Background: an optimization exercise with open tools, aiming at small area and a short achievable clock period. Do not read the settings as production practice.
The RTL was checked by simulation tests, not by an equivalence proof against the original design.
No activity file was given, so power comes from the tool's default toggle rates.

## v9
Design acw_top, start of the top module:
module acw_top #(
	parameter int          NUM_REGIONS = 8,
	parameter logic [21:0] BASE_ADDR   = 22'h0
) (
	input  logic           clk,
	input  logic           rst,
	input  logic           host_valid_i,
	input  acw_pkg::addr_t host_addr_i,
	input  logic           host_write_i,
	input  acw_pkg::data_t host_wdata_i,
	output logic           host_ready_o,
	output logic           host_rsp_valid_o,
	output acw_pkg::data_t host_rsp_rdata_o,
	output logic           host_rsp_err_o,
	input  logic           host_rsp_ready_i,
	output logic           dev_valid_o,
	output acw_pkg::addr_t dev_addr_o,
	output logic           dev_write_o,
	output acw_pkg::data_t dev_wdata_o,
	input  logic           dev_ready_i,
	input  logic           dev_rsp_valid_i,
	input  acw_pkg::data_t dev_rsp_rdata_i,
	input  logic           dev_rsp_err_i,
	output logic           dev_rsp_ready_o,
	input  logic           cpu_req_i,
	input  logic           cpu_write_i,
	input  acw_pkg::addr_t cpu_addr_i,
	input  acw_pkg::data_t cpu_wdata_i,
	output logic           cpu_rsp_valid_o,
	output acw_pkg::data_t cpu_rsp_rdata_o,
	output logic           cpu_rsp_err_o,
	output logic           irq_o
);
Size: ~2300 cells after synthesis, roughly 400 flip-flops, ~310 I/O pins, ~24000 µm² of cells after synthesis.
clock: 8.0 ns
lec_check: 0
cap_margin: 20
core_margin: 2
core_utilization: 75
setup_slack_margin: 3.0
slew_margin: 20
standard.sh (not shown) runs the stock make flow with config.mk's settings and CLKGATE_MAP_FILE= SYNTH_SCRIPT=/design/flow/synth_recipe.tcl, a recipe that flattens the netlist after the stock synthesis.
==> flow/flow/run.sh <==
#!/bin/bash
# Standard ORFS layout with three changes: port buffers are the smallest buffer, the clock tree is
# built from mid-size buffers without dummy loads, and the cells in flow/dont_use.txt (the
# platform's own don't-use list plus slow cells with four stacked transistors) are kept out of
# synthesis and repair. The registers come out of synthesis exactly as in the standard flow.
# Each step's output goes to its own log in this folder (ORFS's own logs are under orfs/logs).
set -euo pipefail
here=$(cd "$(dirname "$0")" && pwd)
dont_use="DONT_USE_CELLS=$(tr '\n' ' ' < "$here/dont_use.txt")"
export BUFFER_PORTS_ARGS="-buffer_cell sky130_fd_sc_hd__buf_1"
export CTS_ARGS="-sink_clustering_enable -repair_clock_nets -dont_use_dummy_load -buf_list {sky130_fd_sc_hd__clkbuf_4 sky130_fd_sc_hd__clkbuf_8} -sink_clustering_size 12 -sink_clustering_max_diameter 50"
bash standard.sh "$dont_use" synth > synth.log 2>&1
bash standard.sh "$dont_use" floorplan > floorplan.log 2>&1
bash standard.sh "$dont_use" place > place.log 2>&1
bash standard.sh "$dont_use" cts > cts.log 2>&1
bash standard.sh "$dont_use" finish > finish.log 2>&1
==> flow/flow/dont_use.txt <==
sky130_fd_sc_hd__probe_p_8
sky130_fd_sc_hd__probec_p_8
sky130_fd_sc_hd__lpflow_bleeder_1
sky130_fd_sc_hd__lpflow_clkbufkapwr_1
sky130_fd_sc_hd__lpflow_clkbufkapwr_16
sky130_fd_sc_hd__lpflow_clkbufkapwr_2
sky130_fd_sc_hd__lpflow_clkbufkapwr_4
sky130_fd_sc_hd__lpflow_clkbufkapwr_8
sky130_fd_sc_hd__lpflow_clkinvkapwr_1
sky130_fd_sc_hd__lpflow_clkinvkapwr_16
sky130_fd_sc_hd__lpflow_clkinvkapwr_2
sky130_fd_sc_hd__lpflow_clkinvkapwr_4
sky130_fd_sc_hd__lpflow_clkinvkapwr_8
sky130_fd_sc_hd__lpflow_decapkapwr_12
sky130_fd_sc_hd__lpflow_decapkapwr_3
sky130_fd_sc_hd__lpflow_decapkapwr_4
sky130_fd_sc_hd__lpflow_decapkapwr_6
sky130_fd_sc_hd__lpflow_decapkapwr_8
sky130_fd_sc_hd__lpflow_inputiso0n_1
sky130_fd_sc_hd__lpflow_inputiso0p_1
sky130_fd_sc_hd__lpflow_inputiso1n_1
sky130_fd_sc_hd__lpflow_inputiso1p_1
sky130_fd_sc_hd__lpflow_inputisolatch_1
sky130_fd_sc_hd__lpflow_isobufsrc_1
sky130_fd_sc_hd__lpflow_isobufsrc_16
sky130_fd_sc_hd__lpflow_isobufsrc_2
sky130_fd_sc_hd__lpflow_isobufsrc_4
sky130_fd_sc_hd__lpflow_isobufsrc_8
sky130_fd_sc_hd__lpflow_isobufsrckapwr_16
sky130_fd_sc_hd__lpflow_lsbuf_lh_hl_isowell_tap_1
sky130_fd_sc_hd__lpflow_lsbuf_lh_hl_isowell_tap_2
sky130_fd_sc_hd__lpflow_lsbuf_lh_hl_isowell_tap_4
sky130_fd_sc_hd__lpflow_lsbuf_lh_isowell_4
sky130_fd_sc_hd__lpflow_lsbuf_lh_isowell_tap_1
sky130_fd_sc_hd__lpflow_lsbuf_lh_isowell_tap_2
sky130_fd_sc_hd__lpflow_lsbuf_lh_isowell_tap_4
sky130_fd_sc_hd__nor4_1
sky130_fd_sc_hd__nor4_2
sky130_fd_sc_hd__nor4_4
sky130_fd_sc_hd__or4_1
sky130_fd_sc_hd__or4_2
sky130_fd_sc_hd__or4_4
sky130_fd_sc_hd__nor4b_1
sky130_fd_sc_hd__nor4b_2
sky130_fd_sc_hd__nor4b_4
sky130_fd_sc_hd__or4b_1
sky130_fd_sc_hd__or4b_2
sky130_fd_sc_hd__or4b_4
sky130_fd_sc_hd__or4bb_1
sky130_fd_sc_hd__or4bb_2
sky130_fd_sc_hd__or4bb_4
sky130_fd_sc_hd__a2111oi_0
sky130_fd_sc_hd__a2111oi_1
sky130_fd_sc_hd__a2111oi_2
sky130_fd_sc_hd__a2111oi_4
sky130_fd_sc_hd__a2111o_1
sky130_fd_sc_hd__a2111o_2
sky130_fd_sc_hd__a2111o_4
sky130_fd_sc_hd__o2111ai_1
sky130_fd_sc_hd__o2111ai_2
sky130_fd_sc_hd__o2111ai_4
sky130_fd_sc_hd__o2111a_1
sky130_fd_sc_hd__o2111a_2
sky130_fd_sc_hd__o2111a_4
sky130_fd_sc_hd__o41ai_1
sky130_fd_sc_hd__o41ai_2
sky130_fd_sc_hd__o41ai_4
sky130_fd_sc_hd__o41a_1
sky130_fd_sc_hd__o41a_2
sky130_fd_sc_hd__o41a_4
sky130_fd_sc_hd__a41oi_1
sky130_fd_sc_hd__a41oi_2
sky130_fd_sc_hd__a41oi_4
sky130_fd_sc_hd__a41o_1
sky130_fd_sc_hd__a41o_2
sky130_fd_sc_hd__a41o_4
sky130_fd_sc_hd__o311ai_0
sky130_fd_sc_hd__o311ai_1
sky130_fd_sc_hd__o311ai_2
sky130_fd_sc_hd__o311ai_4
sky130_fd_sc_hd__o311a_1
sky130_fd_sc_hd__o311a_2
sky130_fd_sc_hd__o311a_4
sky130_fd_sc_hd__a311oi_1
sky130_fd_sc_hd__a311oi_2
sky130_fd_sc_hd__a311oi_4
sky130_fd_sc_hd__a311o_1
sky130_fd_sc_hd__a311o_2
sky130_fd_sc_hd__a311o_4
sky130_fd_sc_hd__o2111ai_1
v9 ran to completion and came out clean on the timing, design-rule and antenna checks.
Relative to v9, the following input files were edited for v58:
- CORE_UTILIZATION: 75 -> 70
- SETUP_SLACK_MARGIN: 3.0 -> 2.0
v58 vs v9, smallest setup slack after layout went down by 42 ps.
Total iterations of the first detailed-routing run (lower): v58
Per the comparison of v58 with v9, number of signal-net buffers in the layout went up; final critical path time including I/O delays and setup went up; internal power summed over all cells went up; routed wire length went up; register bit total from synthesis did not really move.
[inputs] v44 vs v58
- SETUP_SLACK_MARGIN now 3.0, was 2.0
diff --git a/flow/flow/run.sh b/flow/flow/run.sh
--- a/flow/flow/run.sh
+++ b/flow/flow/run.sh
@@ -11 +11 @@
-export CTS_ARGS="-sink_clustering_enable -repair_clock_nets -dont_use_dummy_load -buf_list {sky130_fd_sc_hd__clkbuf_4 sky130_fd_sc_hd__clkbuf_8} -sink_clustering_size 12 -sink_clustering_max_diameter 50"
+export CTS_ARGS="-sink_clustering_enable -repair_clock_nets -dont_use_dummy_load -buf_list {sky130_fd_sc_hd__clkbuf_4 sky130_fd_sc_hd__clkbuf_8} -sink_clustering_size 18 -sink_clustering_max_diameter 45"
==> comparison <==
Part of the total power dissipated in combinational logic essentially unchanged between v44 and v58. Looking at slack of the worst reg-to-reg path across both flows, v44 is the stronger of the two, with v58 trailing. Cmp v44 vs v58: highest clock frequency the design can meet lower in v44.
For v11, these inputs were changed with respect to v44:
diff --git a/flow/flow/run.sh b/flow/flow/run.sh
--- a/flow/flow/run.sh
+++ b/flow/flow/run.sh
@@ -11 +11 @@
-export CTS_ARGS="-sink_clustering_enable -repair_clock_nets -dont_use_dummy_load -buf_list {sky130_fd_sc_hd__clkbuf_4 sky130_fd_sc_hd__clkbuf_8} -sink_clustering_size 18 -sink_clustering_max_diameter 45"
+export CTS_ARGS="-sink_clustering_enable -repair_clock_nets -dont_use_dummy_load -buf_list {sky130_fd_sc_hd__clkbuf_4 sky130_fd_sc_hd__clkbuf_8} -sink_clustering_size 12 -sink_clustering_max_diameter 50"
==> summary.txt <==
Compared with v44, v11 shows a final total power that is about 0.8% higher.
Per the comparison of v11 with v44, wire length on met3 lower; peak supply drop now larger.
v44 -> v11: number of well taps delta 0, exact match
v44 -> v11: final cell count flat
In terms of via count of the first global-routing pass, v11 and v44 differ only marginally.
In the flow results for v44 and v11, the final design area excluding fillers is smaller on v44.
Changes in v24 relative to v11:
- SETUP_SLACK_MARGIN changed from 3.0 to 2.0
diff --git a/flow/flow/run.sh b/flow/flow/run.sh
--- a/flow/flow/run.sh
+++ b/flow/flow/run.sh
@@ -4 +4 @@
-# platform's own don't-use list plus slow cells with four stacked transistors) are kept out of
+# platform's own don't-use list plus slow 4-input NOR/OR and 2111 cells) are kept out of
diff --git a/flow/flow/dont_use.txt b/flow/flow/dont_use.txt
--- a/flow/flow/dont_use.txt
+++ b/flow/flow/dont_use.txt
@@ -65,26 +64,0 @@
-sky130_fd_sc_hd__o41ai_1
-sky130_fd_sc_hd__o41ai_2
-sky130_fd_sc_hd__o41ai_4
-sky130_fd_sc_hd__o41a_1
-sky130_fd_sc_hd__o41a_2
-sky130_fd_sc_hd__o41a_4
-sky130_fd_sc_hd__a41oi_1
-sky130_fd_sc_hd__a41oi_2
-sky130_fd_sc_hd__a41oi_4
-sky130_fd_sc_hd__a41o_1
-sky130_fd_sc_hd__a41o_2
-sky130_fd_sc_hd__a41o_4
-sky130_fd_sc_hd__o311ai_0
-sky130_fd_sc_hd__o311ai_1
-sky130_fd_sc_hd__o311ai_2
-sky130_fd_sc_hd__o311ai_4
-sky130_fd_sc_hd__o311a_1
-sky130_fd_sc_hd__o311a_2
-sky130_fd_sc_hd__o311a_4
-sky130_fd_sc_hd__a311oi_1
-sky130_fd_sc_hd__a311oi_2
-sky130_fd_sc_hd__a311oi_4
-sky130_fd_sc_hd__a311o_1
-sky130_fd_sc_hd__a311o_2
-sky130_fd_sc_hd__a311o_4
-sky130_fd_sc_hd__o2111ai_1
Findings:
The number of gates resized after cts in v24 was higher than what v11 gave. Initial cell density of the core, v24 and v11: smaller value in v11. Between v24 and v11, it is v24 whose non-clock buffer total of the final layout is higher, by about 6.6%. The synthesized area divided by synthesized cell count of v24 and that of v11 are within noise of each other. Delta (v24 minus v11): post-layout instance area higher, post-synthesis cell count moved down. Average wire length per cell after detail routing: lower on v24.


Setup of run A:
Another version of the RTL of acw_top (not shown whole).
Size: ~2,300 cells after synthesis, ~400 flip-flops, roughly 310 I/O pins.
export LEC_CHECK = 0
export CAP_MARGIN = 20
export CORE_MARGIN = 2
export CORE_UTILIZATION = 55
export GPL_TIMING_DRIVEN = 1
export SETUP_SLACK_MARGIN = 3.0
export SLEW_MARGIN = 20
create_clock -name core_clock -period 8.0 [get_ports {clk}]
==> flow/flow/run.sh <==
#!/bin/bash
# Standard ORFS layout, with small port buffers, a clock tree built from mid-size buffers without
# dummy loads, and extra cells kept out of synthesis and repair (listed in flow/dont_use.txt).
# Each step's output goes to its own log in this folder (ORFS's own logs are under orfs/logs).
set -euo pipefail
here=$(cd "$(dirname "$0")" && pwd)
export DONT_USE_CELLS="$(tr '\n' ' ' < "$here/dont_use.txt")"
export BUFFER_PORTS_ARGS="-buffer_cell sky130_fd_sc_hd__buf_1"
export CTS_ARGS="-sink_clustering_enable -repair_clock_nets -dont_use_dummy_load -buf_list {sky130_fd_sc_hd__clkbuf_4 sky130_fd_sc_hd__clkbuf_8} -sink_clustering_size 12 -sink_clustering_max_diameter 50"
bash standard.sh synth > synth.log 2>&1
bash standard.sh floorplan > floorplan.log 2>&1
bash standard.sh place > place.log 2>&1
bash standard.sh cts > cts.log 2>&1
bash standard.sh finish > finish.log 2>&1
==> flow/flow/dont_use.txt <==
sky130_fd_sc_hd__ha_1
sky130_fd_sc_hd__ha_2
sky130_fd_sc_hd__ha_4
sky130_fd_sc_hd__fa_1
sky130_fd_sc_hd__fa_2
sky130_fd_sc_hd__fa_4
sky130_fd_sc_hd__nor4_1
sky130_fd_sc_hd__nor4_2
sky130_fd_sc_hd__nor4_4
sky130_fd_sc_hd__or4_1
sky130_fd_sc_hd__or4_2
sky130_fd_sc_hd__or4_4
sky130_fd_sc_hd__nor4b_1
sky130_fd_sc_hd__nor4b_2
sky130_fd_sc_hd__nor4b_4
sky130_fd_sc_hd__or4b_1
sky130_fd_sc_hd__or4b_2
sky130_fd_sc_hd__or4b_4
sky130_fd_sc_hd__or4bb_1
sky130_fd_sc_hd__or4bb_2
sky130_fd_sc_hd__or4bb_4
sky130_fd_sc_hd__a2111oi_0
sky130_fd_sc_hd__a2111oi_1
sky130_fd_sc_hd__a2111oi_2
sky130_fd_sc_hd__a2111oi_4
sky130_fd_sc_hd__a2111o_1
sky130_fd_sc_hd__a2111o_2
sky130_fd_sc_hd__a2111o_4
sky130_fd_sc_hd__o2111ai_1
sky130_fd_sc_hd__o2111ai_2
sky130_fd_sc_hd__o2111ai_4
sky130_fd_sc_hd__o2111a_1
sky130_fd_sc_hd__o2111a_2
sky130_fd_sc_hd__o2111a_4
Modified inputs, run B compared to run A
- putting ABC_AREA at 1 where nothing was set
- swapping 55 for 40 in CORE_UTILIZATION
- clearing GPL_TIMING_DRIVEN, which used to be 1
==> flow/run.sh (new file) <==
#!/bin/bash
# synth_recipe.tcl (not shown) runs the flow's synth.tcl, then flattens the netlist and writes it again
# the make line also repeats each setting of config.mk as NAME=value (left out here)
make -C /OpenROAD-flow-scripts/flow DESIGN_CONFIG=/design/flow/config.mk WORK_HOME=/design/flow/orfs CLKGATE_MAP_FILE= SYNTH_SCRIPT=/design/flow/synth_recipe.tcl finish
removed: flow/flow/run.sh
removed: flow/flow/dont_use.txt
removed: flow/standard.sh
Findings:
Going from run A to run B, number of buffers outside the clock class in the layout grows by 41.
Cmp run A and run B / fraction of area in clock buffers and inverters / higher: run B
Post-synthesis net count, run A and run B: lower on run A
Changes observed in run B relative to run A: clock transition at the register clock pins on the worst setup and hold paths after CTS was more or less identical; synthesis-to-layout area growth now larger.
Relative to run A, global-route usage has decreased by 9.5 points in run B.
Changes observed in run B relative to run A: clock network latency to the later pin of the worst-skew pair moved down, fmax moved down, wire length moved up.
Input-level comparison between run C and run B:
- ABC_AREA removed (was 1)
- CORE_UTILIZATION changed from 40 to 55
- GPL_TIMING_DRIVEN newly set to 1
==> flow/flow/run.sh (new file) <==
#!/bin/bash
# Standard ORFS layout, with small port buffers, a clock tree built from mid-size buffers without
# dummy loads, and extra cells kept out of synthesis and repair (listed in flow/dont_use.txt).
# Each step's output goes to its own log in this folder (ORFS's own logs are under orfs/logs).
set -euo pipefail
here=$(cd "$(dirname "$0")" && pwd)
export DONT_USE_CELLS="$(tr '\n' ' ' < "$here/dont_use.txt")"
export BUFFER_PORTS_ARGS="-buffer_cell sky130_fd_sc_hd__buf_1"
export CTS_ARGS="-sink_clustering_enable -repair_clock_nets -dont_use_dummy_load -buf_list {sky130_fd_sc_hd__clkbuf_4 sky130_fd_sc_hd__clkbuf_8} -sink_clustering_size 12 -sink_clustering_max_diameter 50"
bash standard.sh synth > synth.log 2>&1
bash standard.sh floorplan > floorplan.log 2>&1
bash standard.sh place > place.log 2>&1
bash standard.sh cts > cts.log 2>&1
bash standard.sh finish > finish.log 2>&1
==> flow/flow/dont_use.txt (new file) <==
sky130_fd_sc_hd__ha_1
sky130_fd_sc_hd__ha_2
sky130_fd_sc_hd__ha_4
sky130_fd_sc_hd__fa_1
sky130_fd_sc_hd__fa_2
sky130_fd_sc_hd__fa_4
==> flow/standard.sh (new file) <==
#!/bin/bash
# synth_recipe.tcl (not shown) runs the flow's synth.tcl, then flattens the netlist and writes it again
# the make line also repeats each setting of config.mk as NAME=value (left out here)
make -C /OpenROAD-flow-scripts/flow DESIGN_CONFIG=/design/flow/config.mk WORK_HOME=/design/flow/orfs CLKGATE_MAP_FILE= SYNTH_SCRIPT=/design/flow/synth_recipe.tcl "${@:-finish}"
removed: flow/run.sh
Findings:
Met2 global-route usage: run C vs run B up 13 points. Setup slack after layout in run C is 650 ps higher than in run B. Run B → run C: via count of the first global-routing pass decreased by 5.0% relative to the old numbers; via total after detailed routing decreased by 457 relative to the old numbers; internal portion of total power decreased by 1.1 mW relative to the old numbers; sequential power closely matched the old numbers; area of combinational cells with multiple inputs increased by about 4.5% relative to the old numbers.
What run D does differently from run C at the input level:
- a change of CORE_UTILIZATION from 55 to 40
- a deleted SETUP_SLACK_MARGIN that had been 3.0
- a deleted GPL_TIMING_DRIVEN that had been 1
==> flow/run.sh (new file) <==
#!/bin/bash
# synth_recipe.tcl (not shown) runs the flow's synth.tcl, then flattens the netlist and writes it again
# the make line also repeats each setting of config.mk as NAME=value (left out here)
make -C /OpenROAD-flow-scripts/flow DESIGN_CONFIG=/design/flow/config.mk WORK_HOME=/design/flow/orfs CLKGATE_MAP_FILE= SYNTH_SCRIPT=/design/flow/synth_recipe.tcl finish
removed: flow/flow/run.sh
removed: flow/flow/dont_use.txt
removed: flow/standard.sh
Notes after the runs:
All of run D and run C finish clean. | final critical-path share of the clock period | lower: run C |. NOTE: number of fill cells in run D exceeds that of run C. [compare] base=run C new=run D: final weighted congestion of routability-driven global placement saw a decrease; layout overhead on the synthesized area saw an increase; cell count of the worst reg-to-reg path saw a decrease.

## afterwards: timing with drivers on the ports
The results above use ideal ports. As a check the final layouts listed here were re-extracted and re-timed, cells and wires unchanged.
Step 1 (the two cells are an assumption about what drives the block):
set clk [get_ports {clk}]
set_driving_cell -lib_cell sky130_fd_sc_hd__clkbuf_16 $clk
set_driving_cell -lib_cell sky130_fd_sc_hd__buf_2 [delete_from_list [all_inputs] $clk]
Step 2 adds t to the input delays and takes it off the output delays; t is the mean of the earliest and latest rising clock arrival at the registers after step 1. Input paths then give back, and output paths get back, about the clock's delay inside the block.
a / b / c = no drivers / after step 1 / after step 2; a / b = the first two.
run | t (ns) | slack for setup (ns) | worst hold slack (ns) | worst slew at a driven data input, ns
v9 | 0.642 | 1.863 / 1.832 / 1.832 | 0.500 / 0.500 / 0.500 | 0.07
v58 | 0.678 | 1.821 / 1.798 / 1.798 | 0.500 / 0.500 / 0.500 | 0.09
v44 | 0.678 | 1.595 / 1.570 / 1.570 | 0.476 / 0.476 / 0.476 | 0.08
v11 | 0.678 | 1.815 / 1.787 / 1.787 | 0.475 / 0.475 / 0.475 | 0.08
v24 | 0.633 | 1.559 / 1.510 / 1.510 | 0.477 / 0.477 / 0.477 | 0.08
run A | 0.693 | 1.732 / 1.711 / 1.711 | 0.478 / 0.478 / 0.478 | 0.08
run B | 0.650 | 1.082 / 1.040 / 1.040 | 0.506 / 0.506 / 0.506 | 0.16
run C | 0.693 | 1.732 / 1.711 / 1.711 | 0.478 / 0.478 / 0.478 | 0.08
run D | 0.649 | 0.260 / 0.238 / 0.238 | 0.463 / 0.463 / 0.463 | 0.08
After both steps every run listed still meets setup and hold. For v24, which loses most, drivers alone change the setup slack by -0.049 ns; drivers and shift together by -0.049 ns.
